Context: an optimization exercise on an open-source flow, tuned for small area and a short achievable clock period. The choices shown serve that exercise and are no tape-out recipe. The RTL was checked by simulation tests, not by an equivalence proof against the original design. Power figures rest on the tool's default switching activity, not on a simulated workload.

**flow/design.v**
```verilog
`timescale 1ns/1ps
package ex_pkg;
    typedef enum logic [6:0] {
        OPC_OP_IMM = 7'b0010011,
        OPC_OP     = 7'b0110011,
        OPC_LUI    = 7'b0110111,
        OPC_AUIPC  = 7'b0010111,
        OPC_JAL    = 7'b1101111,
        OPC_JALR   = 7'b1100111,
        OPC_BRANCH = 7'b1100011
    } opcode_e;
    typedef enum logic [3:0] {
        ALU_NONE, ALU_ADD, ALU_SUB, ALU_SLT, ALU_SLTU,
        ALU_XOR, ALU_OR, ALU_AND, ALU_SLL, ALU_SRL, ALU_SRA,
        ALU_LUI, ALU_AUIPC, ALU_LINK, ALU_BRANCH
    } alu_op_e;
    typedef enum logic [2:0] {
        BR_EQ, BR_NE, BR_LT, BR_GE, BR_LTU, BR_GEU, BR_ALWAYS
    } br_cond_e;
    typedef struct packed {
        logic [32-1:0]       pc;
        opcode_e                   opcode;
        logic [2:0]                funct3;
        logic [6:0]                funct7;
        logic [5-1:0] rd;
        logic [32-1:0]       imm;
        logic [32-1:0]       rs1_data;
        logic [32-1:0]       rs2_data;
    } ex_inst_t;
    typedef struct packed {
        alu_op_e                   op;
        br_cond_e                  cond;
        logic [32-1:0]       opa;
        logic [32-1:0]       opb;
        logic [32-1:0]       rs2_data;
        logic [32-1:0]       pc;
        logic [32-1:0]       imm;
        logic [5-1:0] rd;
    } ex_issue_t;
    typedef struct packed {
        logic [5-1:0] rd;
        logic [32-1:0]       data;
    } ex_wb_t;
    typedef struct packed {
        logic [32-1:0] target;
    } ex_jump_t;
endpackage
`timescale 1ns/1ps
import ex_pkg::*;
module ex_op_decode (
    input  logic                clk,
    input  logic                arst_n_i,
    input  logic                inst_valid_i,
    input  ex_pkg::ex_inst_t    inst_i,
    output logic                issue_valid_o,
    output ex_pkg::ex_issue_t   issue_o
);
    ex_pkg::ex_issue_t issue_d;
    function automatic ex_pkg::alu_op_e arith_op(input logic [2:0] funct3,
                                         input logic       alt,
                                         input logic       is_reg);
        ex_pkg::alu_op_e op;
        case (funct3)
            3'b000: op = (alt && is_reg) ? ALU_SUB : ALU_ADD;
            3'b001: op = ALU_SLL;
            3'b010: op = ALU_SLT;
            3'b011: op = ALU_SLTU;
            3'b100: op = ALU_XOR;
            3'b101: op = alt ? ALU_SRA : ALU_SRL;
            3'b110: op = ALU_OR;
            default: op = ALU_AND;
        endcase
        arith_op = op;
    endfunction
    always_comb begin
        issue_d.op       = ALU_NONE;
        issue_d.cond     = BR_ALWAYS;
        issue_d.pc       = inst_i.pc;
        issue_d.imm      = inst_i.imm;
        issue_d.rd       = inst_i.rd;
        issue_d.rs2_data = inst_i.rs2_data;
        issue_d.opa      = (inst_i.opcode == OPC_JAL) ? inst_i.pc : inst_i.rs1_data;
        issue_d.opb      = (inst_i.opcode == OPC_OP) ? inst_i.rs2_data : inst_i.imm;
        case (inst_i.opcode)
            OPC_OP_IMM: begin
                issue_d.op = arith_op(inst_i.funct3, inst_i.funct7[5], 1'b0);
            end
            OPC_OP: begin
                issue_d.op = arith_op(inst_i.funct3, inst_i.funct7[5], 1'b1);
            end
            OPC_LUI: begin
                issue_d.op = ALU_LUI;
            end
            OPC_AUIPC: begin
                issue_d.op = ALU_AUIPC;
            end
            OPC_JAL, OPC_JALR: begin
                issue_d.op = ALU_LINK;
            end
            OPC_BRANCH: begin
                issue_d.op = ALU_BRANCH;
                case (inst_i.funct3)
                    3'b000: issue_d.cond = BR_EQ;
                    3'b001: issue_d.cond = BR_NE;
                    3'b100: issue_d.cond = BR_LT;
                    3'b101: issue_d.cond = BR_GE;
                    3'b110: issue_d.cond = BR_LTU;
                    3'b111: issue_d.cond = BR_GEU;
                    default: issue_d.op = ALU_NONE;
                endcase
            end
            default: begin
                issue_d.op = ALU_NONE;
            end
        endcase
    end
    always_ff @(posedge clk or negedge arst_n_i) begin
        if (!arst_n_i) begin
            issue_valid_o <= 1'b0;
        end else begin
            issue_valid_o <= inst_valid_i;
        end
    end
    always_ff @(posedge clk) begin
        if (inst_valid_i) begin
            issue_o <= issue_d;
        end
    end
endmodule
`timescale 1ns/1ps
import ex_pkg::*;
module ex_alu (
    input  logic                clk,
    input  logic                arst_n_i,
    input  logic                issue_valid_i,
    input  ex_pkg::ex_issue_t   issue_i,
    output logic                wb_valid_o,
    output ex_pkg::ex_wb_t      wb_o
);
    logic [32-1:0]    result;
    logic [5-1:0] shamt;
    logic [32-1:0]    upper_imm;
    logic                   writes_rd;
    assign shamt     = issue_i.opb[5-1:0];
    assign upper_imm = issue_i.imm & 32'hffff_f000;
    assign writes_rd = (issue_i.op != ALU_NONE) && (issue_i.op != ALU_BRANCH);
    always_comb begin
        case (issue_i.op)
            ALU_ADD:   result = issue_i.opa + issue_i.opb;
            ALU_SUB:   result = issue_i.opa - issue_i.opb;
            ALU_SLT:   result = {{(32-1){1'b0}},
                                 $signed(issue_i.opa) < $signed(issue_i.opb)};
            ALU_SLTU:  result = {{(32-1){1'b0}}, issue_i.opa < issue_i.opb};
            ALU_XOR:   result = issue_i.opa ^ issue_i.opb;
            ALU_OR:    result = issue_i.opa | issue_i.opb;
            ALU_AND:   result = issue_i.opa & issue_i.opb;
            ALU_SLL:   result = issue_i.opa << shamt;
            ALU_SRL:   result = issue_i.opa >> shamt;
            ALU_SRA:   result = $signed(issue_i.opa) >>> shamt;
            ALU_LUI:   result = upper_imm;
            ALU_AUIPC: result = issue_i.pc + upper_imm;
            ALU_LINK:  result = issue_i.pc + 32'd4;
            default:   result = '0;
        endcase
    end
    always_ff @(posedge clk or negedge arst_n_i) begin
        if (!arst_n_i) begin
            wb_valid_o <= 1'b0;
        end else begin
            wb_valid_o <= issue_valid_i && writes_rd;
        end
    end
    always_ff @(posedge clk) begin
        if (issue_valid_i) begin
            wb_o.rd   <= issue_i.rd;
            wb_o.data <= result;
        end
    end
endmodule
`timescale 1ns/1ps
import ex_pkg::*;
module ex_branch (
    input  logic                clk,
    input  logic                arst_n_i,
    input  logic                issue_valid_i,
    input  ex_pkg::ex_issue_t   issue_i,
    output logic                jump_valid_o,
    output ex_pkg::ex_jump_t    jump_o
);
    logic                taken;
    logic                is_jump;
    logic [32-1:0] target;
    always_comb begin
        case (issue_i.cond)
            BR_EQ:     taken = issue_i.opa == issue_i.rs2_data;
            BR_NE:     taken = issue_i.opa != issue_i.rs2_data;
            BR_LT:     taken = $signed(issue_i.opa) < $signed(issue_i.rs2_data);
            BR_GE:     taken = $signed(issue_i.opa) >= $signed(issue_i.rs2_data);
            BR_LTU:    taken = issue_i.opa < issue_i.rs2_data;
            BR_GEU:    taken = issue_i.opa >= issue_i.rs2_data;
            BR_ALWAYS: taken = 1'b1;
            default:   taken = 1'b0;
        endcase
    end
    assign is_jump = (issue_i.op == ALU_LINK) || (issue_i.op == ALU_BRANCH);
    assign target = (issue_i.op == ALU_LINK) ? issue_i.opa + issue_i.imm
                                             : issue_i.pc + issue_i.imm;
    always_ff @(posedge clk or negedge arst_n_i) begin
        if (!arst_n_i) begin
            jump_valid_o <= 1'b0;
        end else begin
            jump_valid_o <= issue_valid_i && is_jump && taken;
        end
    end
    always_ff @(posedge clk) begin
        if (issue_valid_i) begin
            jump_o.target <= target;
        end
    end
endmodule
`timescale 1ns/1ps
import ex_pkg::*;
module ex_stage (
    input  logic        clk,
    input  logic        arst_n_i,
    input  logic        inst_valid_i,
    input  logic [31:0] inst_pc_i,
    input  logic [6:0]  inst_opcode_i,
    input  logic [2:0]  inst_funct3_i,
    input  logic [6:0]  inst_funct7_i,
    input  logic [4:0]  inst_rd_i,
    input  logic [31:0] inst_imm_i,
    input  logic [31:0] inst_rs1_data_i,
    input  logic [31:0] inst_rs2_data_i,
    output logic        wb_valid_o,
    output logic [4:0]  wb_rd_o,
    output logic [31:0] wb_data_o,
    output logic        jump_valid_o,
    output logic [31:0] jump_target_o
);
    ex_pkg::ex_inst_t  inst_i;
    ex_pkg::ex_wb_t    wb_o;
    ex_pkg::ex_jump_t  jump_o;
    logic      issue_valid;
    ex_pkg::ex_issue_t issue;
    assign inst_i.pc       = inst_pc_i;
    assign inst_i.opcode   = ex_pkg::opcode_e'(inst_opcode_i);
    assign inst_i.funct3   = inst_funct3_i;
    assign inst_i.funct7   = inst_funct7_i;
    assign inst_i.rd       = inst_rd_i;
    assign inst_i.imm      = inst_imm_i;
    assign inst_i.rs1_data = inst_rs1_data_i;
    assign inst_i.rs2_data = inst_rs2_data_i;
    assign wb_rd_o       = wb_o.rd;
    assign wb_data_o     = wb_o.data;
    assign jump_target_o = jump_o.target;
    ex_op_decode ex_op_decode_i (
        .clk           (clk),
        .arst_n_i      (arst_n_i),
        .inst_valid_i  (inst_valid_i),
        .inst_i        (inst_i),
        .issue_valid_o (issue_valid),
        .issue_o       (issue)
    );
    ex_alu ex_alu_i (
        .clk           (clk),
        .arst_n_i      (arst_n_i),
        .issue_valid_i (issue_valid),
        .issue_i       (issue),
        .wb_valid_o    (wb_valid_o),
        .wb_o          (wb_o)
    );
    ex_branch ex_branch_i (
        .clk           (clk),
        .arst_n_i      (arst_n_i),
        .issue_valid_i (issue_valid),
        .issue_i       (issue),
        .jump_valid_o  (jump_valid_o),
        .jump_o        (jump_o)
    );
endmodule
```
**flow/constraint.sdc**
```tcl
create_clock -name core_clock -period 5.0 [get_ports {clk}]
set_input_delay 1.0000 -clock core_clock [delete_from_list [all_inputs] [get_ports {clk}]]
set_output_delay 1.0000 -clock core_clock [all_outputs]
set_load 0.01 [all_outputs]
```
**flow/config.mk**
```make
export PLATFORM = sky130hd
export DESIGN_NAME = ex_stage
export DESIGN_NICKNAME = ex_stage
export VERILOG_FILES = /design/flow/design.v
export SDC_FILE = /design/flow/constraint.sdc
export NUM_CORES = 4
export LEC_CHECK = 0
export CAP_MARGIN = 20
export CORE_MARGIN = 2
export CORE_UTILIZATION = 40
export SLEW_MARGIN = 20
```
**flow/run.sh**
```bash
#!/bin/bash
# synth_recipe.tcl (not shown) runs the flow's synth.tcl, then flattens the netlist and writes it again
# the make line also repeats each setting of config.mk as NAME=value (left out here)
make -C /OpenROAD-flow-scripts/flow DESIGN_CONFIG=/design/flow/config.mk WORK_HOME=/design/flow/orfs CLKGATE_MAP_FILE= SYNTH_SCRIPT=/design/flow/synth_recipe.tcl finish
```
==> flow_metrics.env <==
export IMPL_synth_cell_types=85
export IMPL_critPathSlowestCell="o22ai_1"
export IMPL_post_drt_wl_per_cell_microns=26.7
export IMPL_crit_chain="nand2_1 -> nor2_1 -> nand2_2 -> buf_4 -> nand2_1 -> o21ai_0 -> ha_1 -> nand4_1 -> o22ai_1 -> o21ba_2 -> nor4_2 -> buf_4 -> o21ai_1 -> a21oi_1 -> buf_4 -> o21ai_1 -> a221o_1 -> a21oi_1 -> buf_4 -> xnor2_1"
export IMPL_tightestPinTransition_ps=1160
export IMPL_cts_setup_buffers=0
export IMPL_clock_latency_ps=580
export IMPL_clk_pin_slew_ps=60
export IMPL_post_route_period_util=0.927
export IMPL_wirelength_microns=84500
export IMPL_regToRegSetupSlack_ps=360
export IMPL_drc=0
export IMPL_core_area_sq_um=52700
export IMPL_root_buffer="clkbuf_16"
export IMPL_hold_viol=0
export IMPL_startpoint_type="flip-flop"
export IMPL_dpl_worst_slack_ps=479
export IMPL_drive_gt1_frac=0.101
export IMPL_crit_top_cell="buf_4"
export IMPL_max_freq_mhz=216
export IMPL_p_int_w=0.00484
export IMPL_p_clk_frac=0.263
export IMPL_num_vias=19697
export IMPL_synth_top_area_cell="edfxtp_1"
export IMPL_die_h_microns=235
export IMPL_cp_slowest_stage_delay_ps=520
export IMPL_fin_worst_skew_ps=16.0
export IMPL_ios=224
export IMPL_synth_area_sq_um=21300
export IMPL_swShare=0.357
export IMPL_required_ps=5330
export IMPL_synth_most_common_cell="edfxtp_1"
export IMPL_cts_sink_count=244
export IMPL_ys_top_cells_by_count="edfxtp_1, nor2_1, ha_1, o21ai_0, a21oi_1"
export IMPL_cp_end_kind="flip-flop"
export IMPL_synth_edf_count=241
export IMPL_ctsHoldBuffers=0
export IMPL_slew_headroom=0.218
export IMPL_rows=84
export IMPL_drt_pass1_iter_count=6
export IMPL_num_nets_final=2790
export IMPL_drtIter0Drc=2323
export IMPL_antenna_found_initial=2
export IMPL_grt_pass1_vias=18822
export IMPL_die_w_microns=235
export IMPL_cts_max_path_buffers=3
export IMPL_setup_violations_final=0
export IMPL_start_util=0.405
export IMPL_timing_final_max_slew_violations=0
export IMPL_yosys_warnings=3
export IMPL_yosysSeqAreaShare=0.343
export IMPL_outcome="no timing/DRC/antenna violations"
export IMPL_leakage_nw=9.89
export IMPL_numPortBuffers=217
export IMPL_fin_ws_ps=364
export IMPL_ys_ff_latch=244
export IMPL_async_reset_ff_frac=0.0123
export IMPL_synth_avg_cell_area_sq_um=9.37
export IMPL_synth_top_area_frac=0.340
export IMPL_synth_nets=2611
export IMPL_criticalPathCategory="reg -> reg"
export IMPL_power_frac_seq=0.364
export IMPL_p_per_area_nw_per_um2=299
export IMPL_syn_inst=2274
export IMPL_ys_flop_type="edfxtp_1"
export IMPL_die_area_sq_um=55100
export IMPL_synth_area_leaders="edfxtp_1, ha_1, mux4_2, o21ai_0, a21oi_1"
export IMPL_h_tree_depth=1
export IMPL_placed_area_sq_um=24300
export IMPL_p_sw_w=0.00269
export IMPL_hp_class="reg -> reg"
export IMPL_dp_hpwl_microns=64200
export IMPL_fillers=4972
export IMPL_grt_pass1_wl_microns=124000
export IMPL_cts_buffers=28
export IMPL_arrival_ps=4960
export IMPL_overflow=0
export IMPL_fin_crit_ps=4640
export IMPL_p_comb_frac=0.373
export IMPL_antenna_left=0
export IMPL_grt_usage=0.296
export IMPL_gp_congestion=0.973
export IMPL_setup_tns_ps=0
export IMPL_crit_path_max_fanout=20
export IMPL_syn_to_final_growth_pct=18.3
export IMPL_cts_tree="built"
export IMPL_stdcell_area_sq_um=25200
export IMPL_grt_setup_unrepaired="false"
export IMPL_peakVddDrop_mv=0.294
export IMPL_grt_max_degree=101
export IMPL_n_antenna_cell=0
export IMPL_ctsResizeCount=0
export IMPL_cap_violations=0
export IMPL_viasPerCell=6.23
[final cells by class]
| class | instances | area [sq um] | area share |
|---|---|---|---|
| Clock buffer | 31 | 712 | 0.0282 |
| Clock inverter | 20 | 165 | 0.00655 |
| Inverter | 144 | 541 | 0.0214 |
| Multi-Input combinational cell | 1757 | 12900 | 0.512 |
| Sequential cell | 244 | 7320 | 0.290 |
| Tap cell | 688 | 861 | 0.0341 |
| Timing Repair Buffer | 278 | 2700 | 0.107 |
[logic make-up (layout without fill, tap and decap cells)]
family,count (synthesis),in the layout,synth area share
compound gates,719,719,0.223
simple gates,603,603,0.129
buf+inv,273,473,0.0520
flops,244,244,0.343
fa+ha+maj,184,184,0.109
mux,174,174,0.112
xor+xnor,77,77,0.0317
[registers in the layout, summed over array words and instances, names as in the netlist]
register and flops:
ex_alu_i.wb_valid_o 1, ex_alu_i.wb_o 37, ex_op_decode_i.issue_valid_o 1, ex_branch_i.jump_o 32, ex_op_decode_i.issue_o 172, ex_branch_i.jump_valid_o 1
[path summary, 6_finish.rpt]
check,from,to,depth (start not counted)
worst max-delay path,ex_op_decode_i.issue_o[170],ex_branch_i.jump_o[31],20
worst min-delay path,ex_op_decode_i.issue_o[3],ex_alu_i.wb_o[35],0
worst max register to register,ex_op_decode_i.issue_o[170],ex_branch_i.jump_o[31],20
worst min register to register,ex_op_decode_i.issue_o[3],ex_alu_i.wb_o[35],0
max in group asynchronous,arst_n_i,ex_op_decode_i.issue_valid_o,1
min in group asynchronous,arst_n_i,ex_branch_i.jump_valid_o,1
[cells in the final DEF, fill, tap and decap left out, types with 60 or more instances in the layout]
| cell type | netlist | layout |
|---|---|---|
| ha_1 | 180 | 180 |
| inv_1 | 141 | 141 |
| o21ai_0 | 177 | 177 |
| clkdlybuf4s50_1 | 0 | 216 |
| nor2_1 | 214 | 210 |
| mux2i_1 | 60 | 60 |
| edfxtp_1 | 241 | 241 |
| a21oi_1 | 169 | 169 |
| mux2_2 | 70 | 70 |
| nand2_1 | 165 | 163 |
[power groups by stage]
stage               logic (W)  registers, W  clock network [W]
finish                0.00281       0.00274            0.00199
global route          0.00302       0.00277            0.00210
CTS                   0.00275       0.00275            0.00204
detailed placement    0.00273       0.00279                  0
global placement      0.00271       0.00278                  0
floorplan             0.00162       0.00277                  0
[worst max-delay path: cells and delay by family, from the launching register on]
kind / cells / cell delay (ps)
AO/OA/AOI/OAI: 8 / 1920
AND/OR/NAND/NOR: 6 / 810
buffers and inverters: 4 / 780
adder cells (fa/ha/maj): 1 / 410
flip-flops: 1 / 340
XOR/XNOR: 1 / 120
[per-stage QoR]
stage                     utilization  instances  power (W)  hold WS (ps)
final                           0.479       3162    0.00754           418
after CTS                       0.478       3161    0.00753           420
after global placement          0.462       3110    0.00550           401
after detailed placement        0.462       3110    0.00552           405
after global routing            0.479       3162    0.00789           424
after floorplan                     -       2274    0.00438           400
[metal layers]
| layer | global-route usage | wire length, microns |
|---|---|---|
| met1 | 0.435 | 38600 |
| met3 | 0.0435 | 6270 |
| met4 | 0.0873 | 2760 |
| met2 | 0.449 | 36800 |
| met5 | 0 | 0 |

## afterwards: timing with drivers on the ports
No port has a modelled driver above. Below, the same layout with a new extraction and two added sets of constraints. Step 1 sets driving cells, clkbuf_16 on the clock port and buf_2 on the other inputs (assumed; they add their load-dependent delay and slew). Step 2 also shifts input and output timing later by t, the mid clock arrival at the registers, as if the neighbouring blocks saw the same clock. a / b / c = ideal / step 1 / step 2; a / b = the first two.
shift t [ns]: 0.627
slack for setup (ns): 0.364 / 0.364 / 0.364
worst setup path after step 2: register to register
slew at the worst register clock pin (ns): 0.07 / 0.07
pins driven straight from the clock port: 1
After both steps this run still meets setup and hold. For this run, drivers alone change the setup slack by 0.000 ns; drivers and shift together by 0.000 ns.
